Source: an optimization exercise on an open RTL-to-GDS flow (aim: small area). Production flows keep margins and buffers that such runs may drop. In this exercise RTL edits were held to simulation tests only and were not proved equivalent to the original. Power is estimated from default activity; no workload was simulated.

Setup of run A:
Design jpeg_header_parser, start of the top module:
module jpeg_header_parser (
    input  logic                       clk,
    input  logic                       rst_n,
    input  logic                       byte_valid,
    input  logic [7:0]                 byte_in,
    output logic                       byte_credit,
    output logic [15:0]                img_height,
    output logic [15:0]                img_width,
    output logic [3:0]                 num_components,
    output logic [3*4-1:0] comp_h_samp,      
    output logic [3*4-1:0] comp_v_samp,      
    output logic [3-1:0]   comp_quant_id,    
    output logic                       start_scan,
    input  logic                       qt_rd_table,
    input  logic [5:0]                 qt_rd_index,
    output logic [7:0]                 qt_rd_data
);
    localparam int NRING = 16;           
    logic [7:0] fmem [4];
    logic [2:0] wr_ptr, rd_ptr;      
    logic       avail, pop;
    logic [7:0] b;
    assign avail       = (wr_ptr != rd_ptr);
    assign b           = fmem[rd_ptr[1:0]];
    assign byte_credit = pop;
    always_ff @(posedge clk) begin
        if (byte_valid)
            fmem[wr_ptr[1:0]] <= byte_in;
    end
    always_ff @(posedge clk or negedge rst_n) begin
        if (!rst_n) begin
            wr_ptr <= '0;
            rd_ptr <= '0;
        end else begin
            if (byte_valid)
                wr_ptr <= wr_ptr + 3'd1;
            if (pop)
                rd_ptr <= rd_ptr + 3'd1;
        end
    end
    localparam logic [2:0] HUNT = 3'd0, MID = 3'd1, LHI = 3'd2, LLO = 3'd3, BODY = 3'd4;
    localparam logic [1:0] SG_OTH = 2'd0, SG_SOF = 2'd1, SG_DQT = 2'd2, SG_SOS = 2'd3;
    logic [2:0]  fst;
    logic [15:0] rem;            
    logic [1:0]  seg;
    logic [5:0]  cnt;            
    logic        info;           
    logic        keep;           
    logic        tbl;            
    logic        clr;            
    logic [2:0]  m;              
    logic        in_body, last, standalone;
    logic        is_sof, is_dqt;
    logic        do_write, aligned, wr_en;
    assign in_body    = (fst == BODY);
    assign last       = (rem == 16'd3);
    assign standalone = (b == 8'h00) || (b == 8'h01) || (b[7:4] == 4'hD && b[3:0] <= 4'd9);
    assign is_sof     = in_body && (seg == SG_SOF);
    assign is_dqt     = in_body && (seg == SG_DQT);
    assign do_write   = is_dqt && !info && keep;
  ...
==> flow/config.mk <==
export PLATFORM = sky130hd
export DESIGN_NAME = jpeg_header_parser
export DESIGN_NICKNAME = jpeg_header_parser
export VERILOG_FILES = /design/flow/design.v
export SDC_FILE = /design/flow/constraint.sdc
export NUM_CORES = 4
export LEC_CHECK = 0
export CAP_MARGIN = 20
export CORE_MARGIN = 2
export CORE_UTILIZATION = 65
export GPL_TIMING_DRIVEN = 0
export PLACE_DENSITY = 0.78
export SETUP_SLACK_MARGIN = 0.3
export SLEW_MARGIN = 20
export SYNTH_HIERARCHICAL = 1
==> flow/constraint.sdc <==
create_clock -name core_clock -period 5.0 [get_ports {clk}]
set_input_delay 1.0000 -clock core_clock [delete_from_list [all_inputs] [get_ports {clk}]]
set_output_delay 1.0000 -clock core_clock [all_outputs]
set_load 0.01 [all_outputs]
standard.sh (not shown) runs the stock make flow with config.mk's settings and CLKGATE_MAP_FILE= SYNTH_SCRIPT=/design/flow/synth_recipe.tcl, a recipe that flattens the netlist after the stock synthesis.
==> flow/flow/run.sh <==
#!/bin/bash
# Standard layout with three changes: port buffers use the smallest buffer,
# and the clock tree uses clkbuf_8 in clusters of 18 sinks without dummy loads.
set -euo pipefail
export BUFFER_PORTS_ARGS="-buffer_cell sky130_fd_sc_hd__buf_1"
export CTS_ARGS="-sink_clustering_enable -repair_clock_nets -buf_list sky130_fd_sc_hd__clkbuf_8 -sink_clustering_size 18 -sink_clustering_max_diameter 50 -dont_use_dummy_load"
bash standard.sh > standard.log 2>&1
Relative to run A, the following input files were edited for run B:
Settings: CORE_UTILIZATION now 70, was 65; PLACE_DENSITY now 0.82, was 0.78.
### Flow results
Upper clock frequency limit of run B falls short of that of run A slightly. STATUS reported net switching power: run B wins against run A. The share of total power in the clock network of run B falls short of that of run A by 0.4 points. In run B the clock skew turned out 0.017 ns lower than in run A. Run B reports a lower number of gates on the worst path with buffers counted than run A does. [run B] register-to-register slack fell 0.04 ns relative to run A.
Edits applied to the flow inputs when going from run B to run C:
Settings: PLACE_DENSITY changed from 0.82 to 0.78; CORE_UTILIZATION changed from 70 to 65.
==> flow/flow/run.sh <==
#!/bin/bash
# Standard layout with three changes: port buffers use the smallest buffer,
# and the clock tree uses clkbuf_16 leaf buffers for clusters of 30 sinks and
# clkbuf_8 above them, without dummy loads.
set -euo pipefail
export BUFFER_PORTS_ARGS="-buffer_cell sky130_fd_sc_hd__buf_1"
export CTS_ARGS="-sink_clustering_enable -repair_clock_nets -buf_list sky130_fd_sc_hd__clkbuf_8 -sink_clustering_buffer sky130_fd_sc_hd__clkbuf_16 -sink_clustering_size 30 -sink_clustering_max_diameter 60 -dont_use_dummy_load"
bash standard.sh > standard.log 2>&1
Results
- The flow did not stop early for run C: all stages ran, and the layout cleared the timing, DRC and antenna checks.
- Run B went all the way through the flow, and no timing, DRC or antenna check failed.
- Run C and run B ended up with nearly the same first-pass GRT wire length.
- Area added between synthesis and finish (lower): run B
- On run C: via count is about 1.5% lower than what run B gave.


## the previous run
Another version of the RTL of jpeg_header_parser (not shown whole).
Size in the first run: ~2,200 cells after synthesis, about 91 I/O pins.
==> flow/config.mk <==
export PLATFORM = sky130hd
export DESIGN_NAME = jpeg_header_parser
export DESIGN_NICKNAME = jpeg_header_parser
export VERILOG_FILES = /design/flow/design.v
export SDC_FILE = /design/flow/constraint.sdc
export NUM_CORES = 4
export LEC_CHECK = 0
export CAP_MARGIN = 20
export CORE_MARGIN = 2
export CORE_UTILIZATION = 70
export GPL_TIMING_DRIVEN = 0
export PLACE_DENSITY = 0.82
export SLEW_MARGIN = 20
export SYNTH_HIERARCHICAL = 1
==> flow/constraint.sdc <==
create_clock -name core_clock -period 5.0 [get_ports {clk}]
set_input_delay 1.0000 -clock core_clock [delete_from_list [all_inputs] [get_ports {clk}]]
set_output_delay 1.0000 -clock core_clock [all_outputs]
set_load 0.01 [all_outputs]
==> flow/flow/run.sh <==
#!/bin/bash
# Standard layout with three changes: port buffers use the smallest buffer,
# and the clock tree uses clkbuf_8 in clusters of 18 sinks without dummy loads.
set -euo pipefail
export BUFFER_PORTS_ARGS="-buffer_cell sky130_fd_sc_hd__buf_1"
export CTS_ARGS="-sink_clustering_enable -repair_clock_nets -buf_list sky130_fd_sc_hd__clkbuf_8 -sink_clustering_size 18 -sink_clustering_max_diameter 50 -dont_use_dummy_load"
bash standard.sh > standard.log 2>&1
> inputs changed (the previous run -> the current run)
# the previous run
export LEC_CHECK = 0
export CAP_MARGIN = 20
export CORE_MARGIN = 2
export CORE_UTILIZATION = 70
export GPL_TIMING_DRIVEN = 0
export PLACE_DENSITY = 0.82
export SLEW_MARGIN = 20
export SYNTH_HIERARCHICAL = 1
create_clock -name core_clock -period 5.0 [get_ports {clk}]
# the current run
export LEC_CHECK = 0
export CAP_MARGIN = 20
export CORE_MARGIN = 2
export CORE_UTILIZATION = 65
export GPL_TIMING_DRIVEN = 0
export PLACE_DENSITY = 0.78
export SLEW_MARGIN = 20
export SYNTH_HIERARCHICAL = 1
create_clock -name core_clock -period 5.0 [get_ports {clk}]
--- outcome ---
- Number of non-filler instances in the completed layout, the current run vs the previous run: up by a few percent
- Diff the previous run -> the current run: worst hold slack comparable, slack of the critical path now smaller, number of buffers created by CTS now larger, part of the total power dissipated in combinational logic comparable, buffer and inverter count on the worst path now smaller.
- The run showing the smaller sequential share of cell area is the current run.
- Fmax in the current run vs the previous run: down 2.2%
- According to the power report, total power for the current run is higher than for the previous run.
- Final period demand of the worst path, the previous run and the current run: larger value in the current run

port drivers added, routing unchanged:
No port has a modelled driver above. Below, the same layouts with a new extraction and two added sets of constraints. Step 1 (the two cells are an assumption about what drives the block):
set clk [get_ports {clk}]
set_driving_cell -lib_cell sky130_fd_sc_hd__clkbuf_16 $clk
set_driving_cell -lib_cell sky130_fd_sc_hd__buf_2 [delete_from_list [all_inputs] $clk]
Step 2 also shifts input and output timing later by t, the mid clock arrival at the registers, as if the neighbouring blocks saw the same clock. Slacks: ideal ports / drivers / drivers and shift; pairs: ideal ports / drivers.
run | shift t [ns] | slack for setup (ns) | latest minus earliest clock arrival (ns)
run A | 0.738 | 0.270 / 0.270 / -0.318 | 0.077 / 0.077
run B | 0.744 | 0.194 / 0.224 / -0.520 | 0.064 / 0.064
run C | 0.806 | 0.390 / 0.390 / -0.342 | 0.062 / 0.062
the previous run | 0.713 | 0.378 / 0.322 / -0.230 | 0.069 / 0.070
the current run | 0.719 | 0.275 / 0.275 / -0.428 | 0.105 / 0.106
With both steps, setup timing fails in every run listed, where it was met with ideal ports. For run C, which loses most, drivers alone change the setup slack by 0.000 ns; drivers and shift together by -0.732 ns.
